This is an optimization exercise on Yosys and OpenROAD, whose aim is small area, not a production implementation.
At most, simulation tests tie the RTL to the original design; equivalence was not proved.

trial 8:
==> flow/design.v <==
`timescale 1ns/1ps
module rv_comb_core (
	input  logic        clk,
	input  logic        arst_n,
	output logic [31:0] insn_addr,
	input  logic [31:0] insn,
	input  logic        insn_valid,
	output logic        insn_complete,
	output logic        trap,
	output logic [4:0]  rs1_addr,
	output logic [4:0]  rs2_addr,
	output logic [4:0]  rd_addr,
	output logic        rs1_request,
	output logic        rs2_request,
	output logic        rd_request,
	input  logic [31:0] rs1_rdata,
	input  logic [31:0] rs2_rdata,
	output logic [31:0] rd_wdata,
	input  logic        rs1_ready,
	input  logic        rs2_ready,
	input  logic        rd_ready,
	output logic        mem_valid,
	input  logic        mem_ready,
	output logic [31:0] mem_addr,
	output logic [31:0] mem_wdata,
	output logic [3:0]  mem_wstrb,
	output logic [3:0]  mem_rmask,
	input  logic [31:0] mem_rdata
);
	logic [31:1] pc;
	logic [31:0] pc_full;
	assign pc_full = {pc, 1'b0};
	assign insn_addr = pc_full;
	logic [4:0] o;
	logic [2:0] f3;
	logic [6:0] f7;
	assign o  = insn[6:2];
	assign f3 = insn[14:12];
	assign f7 = insn[31:25];
	logic op_lui, op_auipc, op_jal, op_jalr, op_branch, op_load, op_store, op_imm, op_reg;
	assign op_lui    = (o == 5'b01101);
	assign op_auipc  = (o == 5'b00101);
	assign op_jal    = (o == 5'b11011);
	assign op_jalr   = (o == 5'b11001);
	assign op_branch = (o == 5'b11000);
	assign op_load   = (o == 5'b00000);
	assign op_store  = (o == 5'b01000);
	assign op_imm    = (o == 5'b00100);
	assign op_reg    = (o == 5'b01100);
	logic legal;
	always_comb begin
		legal = 1'b0;
		if (insn[1:0] == 2'b11) begin
			if (op_lui || op_auipc || op_jal) legal = 1'b1;
			if (op_jalr && f3 == 3'b000) legal = 1'b1;
			if (op_branch && f3[2:1] != 2'b01) legal = 1'b1;
			if (op_load && f3[1:0] != 2'b11 && f3 != 3'b110) legal = 1'b1;
			if (op_store && !f3[2] && f3[1:0] != 2'b11) legal = 1'b1;
			if (op_imm && (f3[1:0] != 2'b01 || f7 == 7'b0000000 || (f3[2] && f7 == 7'b0100000))) legal = 1'b1;
			if (op_reg && (f7 == 7'b0000000 || (f7 == 7'b0100000 && (f3 == 3'b000 || f3 == 3'b101)))) legal = 1'b1;
		end
	end
	logic v;
	assign v = insn_valid && legal;
	assign trap = insn_valid && !legal;
	logic use_rs1, use_rs2, use_rd;
	assign use_rs1 = op_jalr || op_branch || op_load || op_store || op_imm || op_reg;
	assign use_rs2 = op_branch || op_store || op_reg;
	assign use_rd  = op_lui || op_auipc || op_jal || op_jalr || op_load || op_imm || op_reg;
	logic nz1, nz2, nzd;
	assign nz1 = |insn[19:15];
	assign nz2 = |insn[24:20];
	assign nzd = |insn[11:7];
	assign rs1_addr = insn[19:15];
	assign rs2_addr = insn[24:20];
	assign rd_addr  = insn[11:7];
	assign rs1_request = v && use_rs1 && nz1;
	assign rs2_request = v && use_rs2 && nz2;
	assign rd_request  = v && use_rd && nzd;
	assign mem_valid   = v && (op_load || op_store);
	assign insn_complete = insn_valid &&
		(!rs1_request || rs1_ready) && (!rs2_request || rs2_ready) &&
		(!rd_request || rd_ready) && (!mem_valid || mem_ready);
	logic d_lui, d_auipc, d_jal, d_jalr, d_branch, d_load, d_alu, d_reg, d_store;
	assign d_lui    = o[3] & o[2] & o[0];
	assign d_auipc  = ~o[3] & o[2] & o[0];
	assign d_jal    = o[1];
	assign d_jalr   = o[4] & o[0] & ~o[1];
	assign d_branch = o[4] & ~o[0];
	assign d_load   = ~o[4] & ~o[3] & ~o[2];
	assign d_store  = ~o[4] & o[3] & ~o[2];
	assign d_alu    = o[2] & ~o[0];
	assign d_reg    = o[3] & o[2] & ~o[0];
	logic a_rs1, a_rev, a_pc, sleft;
	assign sleft = d_alu & (f3 == 3'b001);
	assign a_rs1 = nz1 & (~o[0] | d_jalr) & ~sleft;
	assign a_rev = nz1 & sleft;
	assign a_pc  = o[0] & ~(o[3] & o[2]) & ~d_jalr;
	logic [31:0] a;
	genvar i;
	generate
		for (i = 0; i < 32; i = i + 1) begin : g_opa
			assign a[i] = (rs1_rdata[i] & a_rs1) | (rs1_rdata[31-i] & a_rev) | (pc_full[i] & a_pc);
		end
	endgenerate
	logic [31:0] r2;
	assign r2 = rs2_rdata & {32{nz2}};
	logic imm_u, imm_j, imm_uj;
	assign imm_u  = o[2] & o[0];
	assign imm_j  = o[1];
	assign imm_uj = imm_u | imm_j;
	logic [31:0] imm_a;
	assign imm_a[0]     = imm_uj ? 1'b0 : d_store ? insn[7] : insn[20];
	assign imm_a[4:1]   = imm_u ? 4'b0 : d_store ? insn[11:8] : insn[24:21];
	assign imm_a[10:5]  = imm_u ? 6'b0 : insn[30:25];
	assign imm_a[11]    = imm_u ? 1'b0 : imm_j ? insn[20] : insn[31];
	assign imm_a[19:12] = imm_uj ? insn[19:12] : {8{insn[31]}};
	assign imm_a[31:20] = imm_u ? insn[31:20] : {12{insn[31]}};
	logic b_reg;
	assign b_reg = d_reg | d_branch;
	logic [31:0] b;
	assign b = b_reg ? r2 : imm_a;
	logic sub;
	assign sub = d_branch | (d_alu & ((f3[2:1] == 2'b01) | (d_reg & (f3 == 3'b000) & insn[30])));
	logic [31:0] bb, p, g, sum;
	logic [32:0] c;
	assign bb = b ^ {32{sub}};
	assign p  = a ^ bb;
	assign g  = a & bb;
	logic [7:0] gg, gp;
	assign c[0] = sub;
	generate
		for (i = 0; i < 8; i = i + 1) begin : g_grp
			assign gg[i] = g[4*i+3] | (p[4*i+3] & g[4*i+2]) | (p[4*i+3] & p[4*i+2] & g[4*i+1]) |
				(p[4*i+3] & p[4*i+2] & p[4*i+1] & g[4*i]);
			assign gp[i] = &p[4*i+3:4*i];
			assign c[4*i+1] = g[4*i] | (p[4*i] & c[4*i]);
			assign c[4*i+2] = g[4*i+1] | (p[4*i+1] & c[4*i+1]);
			assign c[4*i+3] = g[4*i+2] | (p[4*i+2] & c[4*i+2]);
			assign c[4*i+4] = gg[i] | (gp[i] & c[4*i]);
		end
	endgenerate
	assign sum = p ^ c[31:0];
	logic ltu, lt, eq, lts, taken;
	assign ltu = ~c[32];
	assign lt  = ltu ^ a[31] ^ b[31];
	assign eq  = &p;
	assign lts = (d_branch ? f3[1] : f3[0]) ? ltu : lt;
	assign taken = ((f3[2] ? lts : eq)) ^ f3[0];
	logic [4:0]  shamt;
	logic        sfill;
	logic [31:0] s0, s1, s2, s3, s4, shl;
	assign shamt = b[4:0];
	assign sfill = insn[30] & a[31] & f3[2];
	generate
		for (i = 0; i < 32; i = i + 1) begin : g_rev
			assign shl[i] = s4[31-i];
		end
	endgenerate
	assign s0 = shamt[0] ? {sfill, a[31:1]} : a;
	assign s1 = shamt[1] ? {{2{sfill}}, s0[31:2]} : s0;
	assign s2 = shamt[2] ? {{4{sfill}}, s1[31:4]} : s1;
	assign s3 = shamt[3] ? {{8{sfill}}, s2[31:8]} : s2;
	assign s4 = shamt[4] ? {{16{sfill}}, s3[31:16]} : s3;
	logic [31:0] imm_p;
	assign imm_p[4:2]   = d_branch ? insn[11:9] : 3'b001;
	assign imm_p[0]     = 1'b0;
	assign imm_p[1]     = d_branch & insn[8];
	assign imm_p[10:5]  = insn[30:25] & {6{d_branch}};
	assign imm_p[11]    = d_branch & insn[7];
	assign imm_p[31:12] = {20{d_branch & insn[31]}};
	logic [31:0] pt;
	logic [32:1] pc_c;
	assign pt[0] = 1'b0;
	assign pc_c[1] = 1'b0;
	generate
		for (i = 1; i < 32; i = i + 1) begin : g_pca
			assign pt[i] = pc_full[i] ^ imm_p[i] ^ pc_c[i];
			assign pc_c[i+1] = (pc_full[i] & imm_p[i]) | ((pc_full[i] ^ imm_p[i]) & pc_c[i]);
		end
	endgenerate
	logic        en;
	logic [31:1] inc;
	logic [32:2] ic;
	assign en = insn_complete && !trap;
	assign inc[1] = pc[1];
	assign ic[2] = en;
	generate
		for (i = 2; i < 32; i = i + 1) begin : g_inc
			assign inc[i] = pc[i] ^ ic[i];
			assign ic[i+1] = pc[i] & ic[i];
		end
	endgenerate
	logic [31:0] ld;
	logic        lsign;
	assign lsign = ~f3[2] & (f3[0] ? mem_rdata[15] : mem_rdata[7]);
	assign ld[7:0]   = mem_rdata[7:0];
	assign ld[15:8]  = (f3[1:0] == 2'b00) ? {8{lsign}} : mem_rdata[15:8];
	assign ld[31:16] = f3[1] ? mem_rdata[31:16] : {16{lsign}};
	always_comb begin
		if (d_load) rd_wdata = ld;
		else if (d_jal | d_jalr) rd_wdata = pt;
		else if (o[0]) rd_wdata = sum;  
		else begin
			case (f3)
				3'b000:  rd_wdata = sum;
				3'b001:  rd_wdata = shl;
				3'b010, 3'b011: rd_wdata = {31'b0, lts};
				3'b100:  rd_wdata = p;
				3'b101:  rd_wdata = s4;
				3'b110:  rd_wdata = p | g;
				default: rd_wdata = g;
			endcase
		end
	end
	logic [3:0] msk;
	assign msk = {f3[1], f3[1], f3[1] | f3[0], 1'b1};
	assign mem_addr  = sum;
	assign mem_wdata = r2;
	assign mem_wstrb = d_store ? msk : 4'b0;
	assign mem_rmask = d_store ? 4'b0 : msk;
	logic [31:1] pc_d;
	always_comb begin
		if (en & (d_jal | d_jalr)) pc_d = sum[31:1];
		else if (en & d_branch & taken) pc_d = pt[31:1];
		else pc_d = inc;
	end
	always_ff @(posedge clk or negedge arst_n) begin
		if (!arst_n) pc <= 31'b0;
		else pc <= pc_d;
	end
endmodule
export LEC_CHECK = 0
export CAP_MARGIN = 20
export CORE_MARGIN = 2
export CORE_UTILIZATION = 40
export SETUP_SLACK_MARGIN = 0.1
export SLEW_MARGIN = 20
create_clock -name core_clock -period 13.0 [get_ports {clk}]
standard.sh (not shown) runs the stock make flow with config.mk's settings and CLKGATE_MAP_FILE= SYNTH_SCRIPT=/design/flow/synth_recipe.tcl, a recipe that flattens the netlist after the stock synthesis.
==> flow/flow/run.sh <==
#!/bin/bash
# Own layout flow: the standard flow, with two changes:
#  - synthesis maps with our own ABC script (flow/area.abc: area recovery under a delay target)
#    instead of ORFS's speed script, and leaves full/half adders to ABC rather than extracting
#    them first; everything else in synthesis is the standard script;
#  - ports are buffered with the smallest buffer (buf_1) instead of the default choice.
set -euo pipefail
W=$PWD
# Synthesis script: synth_recipe.tcl with the abc command given our own ABC script
{
  head -n 1 synth_recipe.tcl
  cat <<EOT
proc extract_fa {args} {}
proc abc {args} {
  set i [lsearch -exact \$args -script]
  if {\$i >= 0} { set args [lreplace \$args \$i [expr {\$i + 1}]] }
  set j [lsearch -exact \$args -D]
  if {\$j >= 0} { set args [lreplace \$args \$j [expr {\$j + 1}]] }
  yosys abc -script $W/flow/area.abc {*}\$args
}
EOT
  tail -n +2 synth_recipe.tcl
} > own_synth.tcl
sed "s#SYNTH_SCRIPT=[^ ]*#SYNTH_SCRIPT=$W/own_synth.tcl#" standard.sh > own_standard.sh
export BUFFER_PORTS_ARGS="-buffer_cell sky130_fd_sc_hd__buf_1"
bash own_standard.sh > own_flow.log 2>&1
==> flow/flow/area.abc <==
strash
dc2
balance
 rewrite
 refactor
 balance
 rewrite
 rewrite -z
 balance
 refactor -z
 rewrite -z
 balance
dch -f
amap
topo
Looking at the reports, trial 8 completed the entire flow and the layout it produced met the timing, DRC and antenna checks.
Relative to trial 8, the following input files were edited for build 79:
--- a/flow/design.v
+++ b/flow/design.v
@@ -128,14 +128,18 @@
 	assign p  = a ^ bb;
 	assign g  = a & bb;
+	logic kill;
+	logic [31:0] gk;
+	assign kill = d_alu & f3[2] & ~(f3[1:0] == 2'b01);
+	assign gk = g & {32{~kill}};
 	logic [7:0] gg, gp;
 	assign c[0] = sub;
 	generate
 		for (i = 0; i < 8; i = i + 1) begin : g_grp
-			assign gg[i] = g[4*i+3] | (p[4*i+3] & g[4*i+2]) | (p[4*i+3] & p[4*i+2] & g[4*i+1]) |
-				(p[4*i+3] & p[4*i+2] & p[4*i+1] & g[4*i]);
+			assign gg[i] = gk[4*i+3] | (p[4*i+3] & gk[4*i+2]) | (p[4*i+3] & p[4*i+2] & gk[4*i+1]) |
+				(p[4*i+3] & p[4*i+2] & p[4*i+1] & gk[4*i]);
 			assign gp[i] = &p[4*i+3:4*i];
-			assign c[4*i+1] = g[4*i] | (p[4*i] & c[4*i]);
-			assign c[4*i+2] = g[4*i+1] | (p[4*i+1] & c[4*i+1]);
-			assign c[4*i+3] = g[4*i+2] | (p[4*i+2] & c[4*i+2]);
+			assign c[4*i+1] = gk[4*i] | (p[4*i] & c[4*i]);
+			assign c[4*i+2] = gk[4*i+1] | (p[4*i+1] & c[4*i+1]);
+			assign c[4*i+3] = gk[4*i+2] | (p[4*i+2] & c[4*i+2]);
 			assign c[4*i+4] = gg[i] | (gp[i] & c[4*i]);
 		end
@@ -207,7 +211,7 @@
 				3'b001:  rd_wdata = shl;
 				3'b010, 3'b011: rd_wdata = {31'b0, lts};
-				3'b100:  rd_wdata = p;
+				3'b100:  rd_wdata = sum;
 				3'b101:  rd_wdata = s4;
-				3'b110:  rd_wdata = p | g;
+				3'b110:  rd_wdata = sum | g;
 				default: rd_wdata = g;
 			endcase
--- outcome ---
- The final layout from build 79, which completed every stage, passed the timing, DRC and antenna checks at the end of the flow.
- Final core utilization of build 79 is on par with trial 8.
- Summary of the comparison: critical-path maximum fanout is higher in build 79, relative to trial 8.
- Number of non-clock inverters was higher in trial 8 than in build 79.
- Compared with trial 8, build 79 ends up with less cell area.
- Compared with trial 8, routed wire length in build 79 decreased by a few percent.
Function not checked in trial 8: the RTL went through the layout flow alone.

## static timing again, ports no longer ideal
The results above use ideal ports. As a check the final layouts listed here were re-extracted and re-timed, cells and wires unchanged. Step 1: set_driving_cell puts a clkbuf_16 on clk and a buf_2 on each other input, an assumption about the parent block. Step 2 moves the port delays by t, midway between the first and last clock arrival at a register: inputs arrive t later, outputs are due t later. That takes back most of the time a late clock gives input paths. Slacks: ideal ports / drivers / drivers and shift; pairs: ideal ports / drivers.
| run | t (ns) | setup slack, ns | worst hold slack (ns) |
|---|---|---|---|
| trial 8 | 0.336 | 0.544 / 0.521 / 0.521 | 0.778 / 0.778 / 0.778 |
| build 79 | 0.354 | 0.477 / 0.455 / 0.455 | 0.620 / 0.620 / 0.620 |
After both steps setup and hold are still met in every run listed. The setup slack of trial 8, which loses most, moves by -0.023 ns with the drivers and by -0.023 ns with both steps.
